From an optimization exercise on the open Yosys and OpenROAD flow, aimed at a short achievable clock period and few clock cycles per item; shortcuts taken in it are not production practice.
The RTL was checked by simulation tests, not by an equivalence proof against the original design.
Power and IR drop assume default switching activity.

==> run.sh <==
#!/bin/bash
# synth_recipe.tcl (not shown) runs the flow's synth.tcl, then flattens the netlist and writes it again
# the make line also repeats each setting of config.mk as NAME=value (left out here)
make -C /OpenROAD-flow-scripts/flow DESIGN_CONFIG=/design/flow/config.mk WORK_HOME=/design/flow/orfs CLKGATE_MAP_FILE= SYNTH_SCRIPT=/design/flow/synth_recipe.tcl finish
==> config.mk <==
export PLATFORM = sky130hd
export DESIGN_NAME = nx_grid_top
export DESIGN_NICKNAME = nx_grid_top
export VERILOG_FILES = /design/flow/design.v
export SDC_FILE = /design/flow/constraint.sdc
export NUM_CORES = 4
export LEC_CHECK = 0
export CAP_MARGIN = 20
export CORE_MARGIN = 2
export CORE_UTILIZATION = 40
export SLEW_MARGIN = 20
==> constraint.sdc <==
create_clock -name core_clock -period 5.0 [get_ports {clk_i}]
set_input_delay 1.0000 -clock core_clock [delete_from_list [all_inputs] [get_ports {clk_i}]]
set_output_delay 1.0000 -clock core_clock [all_outputs]
set_load 0.01 [all_outputs]
==> design.v <==
`default_nettype none
package nx_pkg;
    localparam int NX_NODES      = 4;
    localparam int NX_NODE_W     = 2;
    localparam int NX_MSG_W      = 32;
    localparam int NX_REGS       = 8;
    localparam int NX_REG_IDX_W  = 3;
    localparam int NX_MAX_INSTRS = 16;
    localparam int NX_COUNT_W    = 5;
    localparam int NX_INSTR_W    = 11;
    localparam int NX_RUNS_W     = 8;
    localparam int NX_RESULT_W   = NX_RUNS_W + NX_REGS;
    localparam int NX_CMD_HI  = 31;
    localparam int NX_CMD_LO  = 30;
    localparam int NX_NODE_HI = 29;
    localparam int NX_NODE_LO = 28;
    localparam int NX_OP_HI    = 10;
    localparam int NX_OP_LO    = 9;
    localparam int NX_SRC_A_LO = 6;
    localparam int NX_SRC_B_LO = 3;
    localparam int NX_DST_LO   = 0;
    localparam logic [1:0] NX_CMD_LOAD    = 2'd0;
    localparam logic [1:0] NX_CMD_INPUTS  = 2'd1;
    localparam logic [1:0] NX_CMD_TRIGGER = 2'd2;
    localparam logic [1:0] NX_CMD_CLEAR   = 2'd3;
    localparam logic [1:0] NX_OP_AND  = 2'd0;
    localparam logic [1:0] NX_OP_OR   = 2'd1;
    localparam logic [1:0] NX_OP_XOR  = 2'd2;
    localparam logic [1:0] NX_OP_NAND = 2'd3;
    localparam int NX_APB_AW = 8;
    localparam logic [NX_APB_AW-1:0] NX_REG_MSG         = 8'h00;
    localparam logic [NX_APB_AW-1:0] NX_REG_STATUS      = 8'h04;
    localparam logic [NX_APB_AW-1:0] NX_REG_RESULT_BASE = 8'h10;
endpackage
`default_nettype wire
`timescale 1ns/1ps
`default_nettype none
import nx_pkg::*;
module nx_apb_host
(
      input  logic                                  clk_i
    , input  logic                                  reset_i
    , input  logic                                  psel_i
    , input  logic                                  penable_i
    , input  logic                                  pwrite_i
    , input  logic [NX_APB_AW-1:0]                  paddr_i
    , input  logic [NX_MSG_W-1:0]                   pwdata_i
    , output logic [NX_MSG_W-1:0]                   prdata_o
    , output logic                                  pready_o
    , output logic                                  pslverr_o
    , output logic [NX_MSG_W-1:0]                   msg_data_o
    , output logic                                  msg_valid_o
    , input  logic                                  msg_ready_i
    , input  logic [NX_NODES-1:0]                   busy_i
    , input  logic [NX_NODES-1:0][NX_RESULT_W-1:0]  results_i
);
logic                 setup, access;
logic                 is_msg, is_status, is_result;
logic                 msg_wr, legal;
logic [NX_APB_AW-1:0] res_off;
logic [NX_NODE_W-1:0] res_idx;
logic [NX_MSG_W-1:0]  rdata_d, prdata_q;
assign setup  = psel_i && !penable_i;
assign access = psel_i && penable_i;
assign is_msg    = (paddr_i == NX_REG_MSG);
assign is_status = (paddr_i == NX_REG_STATUS);
assign res_off   = paddr_i - NX_REG_RESULT_BASE;
assign res_idx   = res_off[NX_NODE_W+1:2];
assign is_result = (paddr_i >= NX_REG_RESULT_BASE)
                && (res_off < NX_APB_AW'(4 * NX_NODES))
                && (res_off[1:0] == 2'b00);
assign msg_wr = pwrite_i && is_msg;
assign legal  = pwrite_i ? is_msg : (is_status || is_result);
assign msg_valid_o = access && msg_wr;
assign msg_data_o  = pwdata_i;
assign pready_o  = access && (!msg_wr || msg_ready_i);
assign pslverr_o = access && !legal;
always_comb begin
    rdata_d = '0;
    if (is_status) begin
        rdata_d[NX_NODES-1:0] = busy_i;
    end else if (is_result) begin
        rdata_d[NX_RESULT_W-1:0] = results_i[res_idx];
    end
end
always_ff @(posedge clk_i) begin
    if (reset_i) begin
        prdata_q <= '0;
    end else if (setup && !pwrite_i) begin
        prdata_q <= rdata_d;
    end
end
assign prdata_o = prdata_q;
endmodule
`default_nettype wire
`timescale 1ns/1ps
`default_nettype none
import nx_pkg::*;
module nx_msg_dispatch
(
      input  logic                               clk_i
    , input  logic                               reset_i
    , input  logic [NX_MSG_W-1:0]                msg_data_i
    , input  logic                               msg_valid_i
    , output logic                               msg_ready_o
    , output logic [NX_NODES-1:0][NX_MSG_W-1:0]  node_data_o
    , output logic [NX_NODES-1:0]                node_valid_o
    , input  logic [NX_NODES-1:0]                node_ready_i
);
logic                 full_q;
logic [NX_MSG_W-1:0]  data_q;
logic [NX_NODE_W-1:0] target;
logic                 take, drain;
assign target = data_q[NX_NODE_HI:NX_NODE_LO];
always_comb begin
    node_valid_o         = '0;
    node_valid_o[target] = full_q;
end
always_comb begin
    for (int i = 0; i < NX_NODES; i++) begin
        node_data_o[i] = data_q;
    end
end
assign drain = |(node_valid_o & node_ready_i);
assign msg_ready_o = !full_q || drain;
assign take        = msg_valid_i && msg_ready_o;
always_ff @(posedge clk_i) begin
    if (reset_i) begin
        full_q <= 1'b0;
    end else if (take) begin
        full_q <= 1'b1;
    end else if (drain) begin
        full_q <= 1'b0;
    end
end
always_ff @(posedge clk_i) begin
    if (take) begin
        data_q <= msg_data_i;
    end
end
endmodule
`default_nettype wire
`timescale 1ns/1ps
`default_nettype none
import nx_pkg::*;
module nx_node
(
      input  logic                clk_i
    , input  logic                reset_i
    , input  logic [NX_MSG_W-1:0] msg_data_i
    , input  logic                msg_valid_i
    , output logic                msg_ready_o
    , output logic                busy_o
    , output logic                done_o
    , output logic [NX_REGS-1:0]  outputs_o
);
logic [NX_INSTR_W-1:0]   store_q [NX_MAX_INSTRS];
logic [NX_COUNT_W-1:0]   count_q;
logic [NX_REGS-1:0]      inputs_q;
logic [NX_REGS-1:0]      regs_q;
logic [NX_REGS-1:0]      outputs_q;
logic [NX_COUNT_W-1:0]   pc_q;
logic                    busy_q, done_q;
logic                    accept, store_full, trigger, run_end;
logic [1:0]              cmd;
logic [NX_INSTR_W-1:0]   instr;
logic [1:0]              op;
logic [NX_REG_IDX_W-1:0] src_a, src_b, dst;
logic                    opnd_a, opnd_b, result;
assign msg_ready_o = !busy_q;
assign accept      = msg_valid_i && msg_ready_o;
assign cmd         = msg_data_i[NX_CMD_HI:NX_CMD_LO];
assign trigger     = accept && (cmd == NX_CMD_TRIGGER);
assign store_full  = (count_q == NX_COUNT_W'(NX_MAX_INSTRS));
always_ff @(posedge clk_i) begin
    if (accept && (cmd == NX_CMD_LOAD) && !store_full) begin
        store_q[count_q[$clog2(NX_MAX_INSTRS)-1:0]] <= msg_data_i[NX_INSTR_W-1:0];
    end
end
always_ff @(posedge clk_i) begin
    if (reset_i) begin
        count_q  <= '0;
        inputs_q <= '0;
    end else if (accept) begin
        case (cmd)
            NX_CMD_LOAD: begin
                if (!store_full) begin
                    count_q <= count_q + 1'b1;
                end
            end
            NX_CMD_INPUTS: inputs_q <= msg_data_i[NX_REGS-1:0];
            NX_CMD_CLEAR:  count_q  <= '0;
            default: ;
        endcase
    end
end
assign instr = store_q[pc_q[$clog2(NX_MAX_INSTRS)-1:0]];
assign op    = instr[NX_OP_HI:NX_OP_LO];
assign src_a = instr[NX_SRC_A_LO +: NX_REG_IDX_W];
assign src_b = instr[NX_SRC_B_LO +: NX_REG_IDX_W];
assign dst   = instr[NX_DST_LO  +: NX_REG_IDX_W];
assign opnd_a = regs_q[src_a];
assign opnd_b = regs_q[src_b];
always_comb begin
    case (op)
        NX_OP_AND:  result = opnd_a & opnd_b;
        NX_OP_OR:   result = opnd_a | opnd_b;
        NX_OP_XOR:  result = opnd_a ^ opnd_b;
        default:    result = !(opnd_a & opnd_b);
    endcase
end
assign run_end = (pc_q == count_q);
always_ff @(posedge clk_i) begin
    if (reset_i) begin
        busy_q    <= 1'b0;
        done_q    <= 1'b0;
        pc_q      <= '0;
        outputs_q <= '0;
    end else begin
        done_q <= 1'b0;
        if (trigger) begin
            busy_q <= 1'b1;
            pc_q   <= '0;
        end else if (busy_q) begin
            if (run_end) begin
                busy_q    <= 1'b0;
                done_q    <= 1'b1;
                outputs_q <= regs_q;
            end else begin
                pc_q <= pc_q + 1'b1;
            end
        end
    end
end
always_ff @(posedge clk_i) begin
    if (trigger) begin
        regs_q <= inputs_q;
    end else if (busy_q && !run_end) begin
        regs_q[dst] <= result;
    end
end
assign busy_o    = busy_q;
assign done_o    = done_q;
assign outputs_o = outputs_q;
endmodule
`default_nettype wire
`timescale 1ns/1ps
`default_nettype none
import nx_pkg::*;
module nx_result_collect
(
      input  logic                                  clk_i
    , input  logic                                  reset_i
    , input  logic [NX_NODES-1:0][NX_REGS-1:0]      outputs_i
    , input  logic [NX_NODES-1:0]                   done_i
    , output logic [NX_NODES-1:0][NX_RESULT_W-1:0]  results_o
);
logic [NX_NODES-1:0][NX_REGS-1:0]   out_q;
logic [NX_NODES-1:0][NX_RUNS_W-1:0] runs_q;
always_ff @(posedge clk_i) begin
    if (reset_i) begin
        out_q  <= '0;
        runs_q <= '0;
    end else begin
        for (int i = 0; i < NX_NODES; i++) begin
            if (done_i[i]) begin
                out_q[i]  <= outputs_i[i];
                runs_q[i] <= runs_q[i] + 1'b1;
            end
        end
    end
end
always_comb begin
    for (int i = 0; i < NX_NODES; i++) begin
        results_o[i] = {runs_q[i], out_q[i]};
    end
end
endmodule
`default_nettype wire
`timescale 1ns/1ps
`default_nettype none
import nx_pkg::*;
module nx_grid_top
(
      input  logic                 clk_i
    , input  logic                 reset_i
    , input  logic                 psel_i
    , input  logic                 penable_i
    , input  logic                 pwrite_i
    , input  logic [NX_APB_AW-1:0] paddr_i
    , input  logic [NX_MSG_W-1:0]  pwdata_i
    , output logic [NX_MSG_W-1:0]  prdata_o
    , output logic                 pready_o
    , output logic                 pslverr_o
);
logic [NX_MSG_W-1:0] msg_data;
logic                msg_valid, msg_ready;
logic [NX_NODES-1:0][NX_MSG_W-1:0]    node_data;
logic [NX_NODES-1:0]                  node_valid, node_ready;
logic [NX_NODES-1:0]                  node_busy, node_done;
logic [NX_NODES-1:0][NX_REGS-1:0]     node_outputs;
logic [NX_NODES-1:0][NX_RESULT_W-1:0] results;
nx_apb_host u_host (
      .clk_i      (clk_i    )
    , .reset_i    (reset_i  )
    , .psel_i     (psel_i   )
    , .penable_i  (penable_i)
    , .pwrite_i   (pwrite_i )
    , .paddr_i    (paddr_i  )
    , .pwdata_i   (pwdata_i )
    , .prdata_o   (prdata_o )
    , .pready_o   (pready_o )
    , .pslverr_o  (pslverr_o)
    , .msg_data_o (msg_data )
    , .msg_valid_o(msg_valid)
    , .msg_ready_i(msg_ready)
    , .busy_i     (node_busy)
    , .results_i  (results  )
);
nx_msg_dispatch u_dispatch (
      .clk_i       (clk_i     )
    , .reset_i     (reset_i   )
    , .msg_data_i  (msg_data  )
    , .msg_valid_i (msg_valid )
    , .msg_ready_o (msg_ready )
    , .node_data_o (node_data )
    , .node_valid_o(node_valid)
    , .node_ready_i(node_ready)
);
for (genvar i = 0; i < NX_NODES; i++) begin : g_node
    nx_node u_node (
          .clk_i      (clk_i          )
        , .reset_i    (reset_i        )
        , .msg_data_i (node_data[i]   )
        , .msg_valid_i(node_valid[i]  )
        , .msg_ready_o(node_ready[i]  )
        , .busy_o     (node_busy[i]   )
        , .done_o     (node_done[i]   )
        , .outputs_o  (node_outputs[i])
    );
end
nx_result_collect u_collect (
      .clk_i    (clk_i       )
    , .reset_i  (reset_i     )
    , .outputs_i(node_outputs)
    , .done_i   (node_done   )
    , .results_o(results     )
);
endmodule
`default_nettype wire
==> reports/metrics.cfg <==
[global_route]
grt.overflow.total=0
grt_pass1_vias=20800
grt_antenna_before_repair=0
track_usage=0.169
grt_max_degree=73
grt_pass1_wl_um=128000

[final_layout]
final-instance-count-excl-fill=3796
nets=2522
syn_to_final_growth_pct=13.6
drive_gt1_frac=0.188

[floorplanning]
die_y_um=317
coreArea_um2=96900
rows=114
start_util=0.404
die_x_um=317
die-area_um2=100000
ioPinCount=79

[timing]
setup_violations=0
relSlewSlack=0.280
fmax_ghz=0.237
slew_violations=0
skew_ps=28.1
period_share=0.843
rsz0062_at_grt=false
hold_viol=0
fin_crit_ps=4210
worst_pin_slew_ps=1080
setup_tns_ps=0

[routing]
viasPerCell=5.39
drt_first_pass_iters=5
routed_wl_um=84400
wl_per_cell_um=22.2
drc=0
vias=20500
drtIter0Drc=1875
postRouteAntennaNets=0

[placed_design]
hpwlAfterDp_um=52700
dpl.cell_count=3602
port_buffers=45
gp_congestion=0.822

[synth]
ys_ff_latch=960
yosysTopAreaCell=edfxtp_1
yosysSeqAreaShare=0.683
yosysUniqueCellTypes=68
synthArstFlopShare=0
synth_top_area_frac=0.576
synth_area_um2=39100
synth-edff-count=751
syn-instance-count=2314
avgSynthCellArea_um2=16.9
synth_warnings=4
synth_area_leaders=edfxtp_1 (58%), mux4_2 (12%), dfxtp_1 (11%)
ys.flop_type=edfxtp_1

[run_status]
status=complete, no violations

[worst_setup_path]
cp_common_cell=mux4_2
cp.arrival_ps=4660
max_stage_delay_ps=760
crit_chain=buf_4 -> mux4_2 -> mux4_2 -> mux4_2 -> mux2_2 -> ha_1 -> inv_1 -> mux2i_1 -> a211oi_1 -> nor2b_1 -> o41ai_1
start_kind=flip-flop
critPathRequiredTime_ps=5450
critPathCaptureType=flip-flop
critPathSlowestCell=dfxtp_2
path_class=flip-flop to flip-flop
crit_fanout=19

[cts]
cts_buffer_depth=3
cts_resized=0
holdBufCountCts=0
path_clk_slew_ps=60
clkSinkCount=960
cts_buffers=100
root_buffer=clkbuf_16
postCtsSetupRepairBufs=0
cts_tree=built
clk_latency_ps=660
cts_htree_levels=3

[run]
max-cap-violations=0

[worst_hold_path]
holdCritPathClass=flip-flop to flip-flop

[power_and_ir_drop]
peakVddDrop_mv=0.266
p_leak_nw=14.6
p_per_area_nw_per_um2=354

[stage by stage]
stage	util	power (mW)	setup slack, ps	hold slack [ps]	instance area [µm²]
floorplan	-	8.71	1230	455	39200
global placement	0.426	8.73	776	445	41200
detailed placement	0.426	8.74	710	451	41200
CTS	0.458	15.9	673	458	44400
global route	0.459	16.2	417	480	44500
finish	0.459	15.7	786	459	44500
[worst paths after layout]
path / to / slack (ps) / startpoint / cells past startpoint
setup / recovery: g_node[3].u_node.regs_q[1] / 790 / flip-flop / 11
hold / removal: u_host.prdata_q[0] / 460 / u_host.prdata_q[0] / 2
setup reg to reg: g_node[3].u_node.regs_q[1] / 790 / flip-flop / 11
hold reg to reg: u_host.prdata_q[0] / 460 / u_host.prdata_q[0] / 2
[routing by layer]
metal  vias to the layer above  routed length (µm)  track usage
met4                         0                1460       0.0444
li1                       9265                   -            -
met1                     10600               39100        0.248
met3                       109                4740       0.0292
met5                         -                   0            0
met2                       502               39100        0.263
[synth_stat cells (all sizes together) (18+ instances only)]
cell and number:
ha 45, a22oi 31, and2 22, xnor2 24, nor2 246, nor3 42
nand4 34, nand2 84, xor2 50, edfxtp 751, dfxtp 209, inv 53
mux4 236, o21ai 35, buf 58, mux2i 133, clkbuf 62, nor2b 18
a21oi 34
[power by group]
group	leakage [nW]	internal (mW)	switching (mW)
combinational	4.58	0.0299	0.0484
sequential	8.43	8.49	0.000122
clock	1.56	4.15	3.02
total	14.6	12.7	3.07
[layout by cell type (no fill, tap or decap), types with 34 or more instances in the layout]
master	n
edfxtp_1	751
nor2_1	234
mux4_2	205
dfxtp_1	201
mux2i_1	132
clkbuf_16	104
nand2_1	84
buf_4	69
inv_1	52
xor2_1	50
ha_1	45
clkdlybuf4s50_1	44
nor3_1	42
nand4_1	34
a21oi_1	34
[layout make-up]
| type | count | area, µm² |
|---|---|---|
| Tap cell | 1276 | 1600 |
| Inverter | 53 | 199 |
| Multi-Input combinational cell | 1196 | 11700 |
| Timing Repair Buffer | 121 | 1090 |
| Clock inverter | 47 | 380 |
| Sequential cell | 960 | 26700 |
| Clock buffer | 141 | 2790 |
| Fill cell | 8204 | 52400 |
| Antenna cell | 2 | 5.00 |
[critical path: cells and delay by family (launching register included)]
| family | cells | cell delay (ps) |
|---|---|---|
| compound gates | 2 | 680 |
| simple gates | 1 | 170 |
| buf+inv | 2 | 390 |
| mux | 5 | 1770 |
| fa+ha+maj | 1 | 230 |
| flops | 1 | 760 |
[flip-flops by register name, indices dropped and copies added (netlist names), 15 cells and up, named ones only]
name and cells:
g_node.u_node.count_q 20, g_node.u_node.inputs_q 32, g_node.u_node.outputs_q 32, g_node.u_node.pc_q 20, g_node.u_node.regs_q 32, g_node.u_node.store_q 704
u_collect.out_q 32, u_collect.runs_q 32, u_dispatch.data_q 15, u_host.prdata_q 16
[logic make-up after synthesis]
family                   synth area share
AO/OA/AOI/OAI                      0.0272
buffers and inverters              0.0212
AND/OR/NAND/NOR                    0.0626
adder cells (fa/ha/maj)            0.0144
XOR/XNOR                           0.0166
other                           0.0000958
multiplexers                        0.175
flip-flops                          0.683
Testbench counts, summed over its fixed seeds: cycles 24,922, runs 2,020.

==> afterwards: timing with drivers on the ports <==
The flow's constraints put no driver on any port. The routed layout listed below was extracted and timed again, unchanged, in two steps. Step 1 (the two cells are an assumption about what drives the block):
set clk [get_ports {clk_i}]
set_driving_cell -lib_cell sky130_fd_sc_hd__clkbuf_16 $clk
set_driving_cell -lib_cell sky130_fd_sc_hd__buf_2 [delete_from_list [all_inputs] $clk]
Step 2, shift: input delay + t, output delay - t, t = (earliest + latest rising clock arrival at the registers) / 2. This alone moves slack from input paths to output paths. Slacks: no drivers / after step 1 / after step 2; pairs: no drivers / after step 1.
shift t [ns]: 0.714
setup slack, ns: 0.786 / 0.786 / 0.786
latest minus earliest clock arrival (ns): 0.031 / 0.031
slew at the worst register clock pin (ns): 0.06 / 0.06
After both steps setup and hold are still met in this run. The setup slack of this run moves by 0.000 ns with the drivers and by 0.000 ns with both steps.
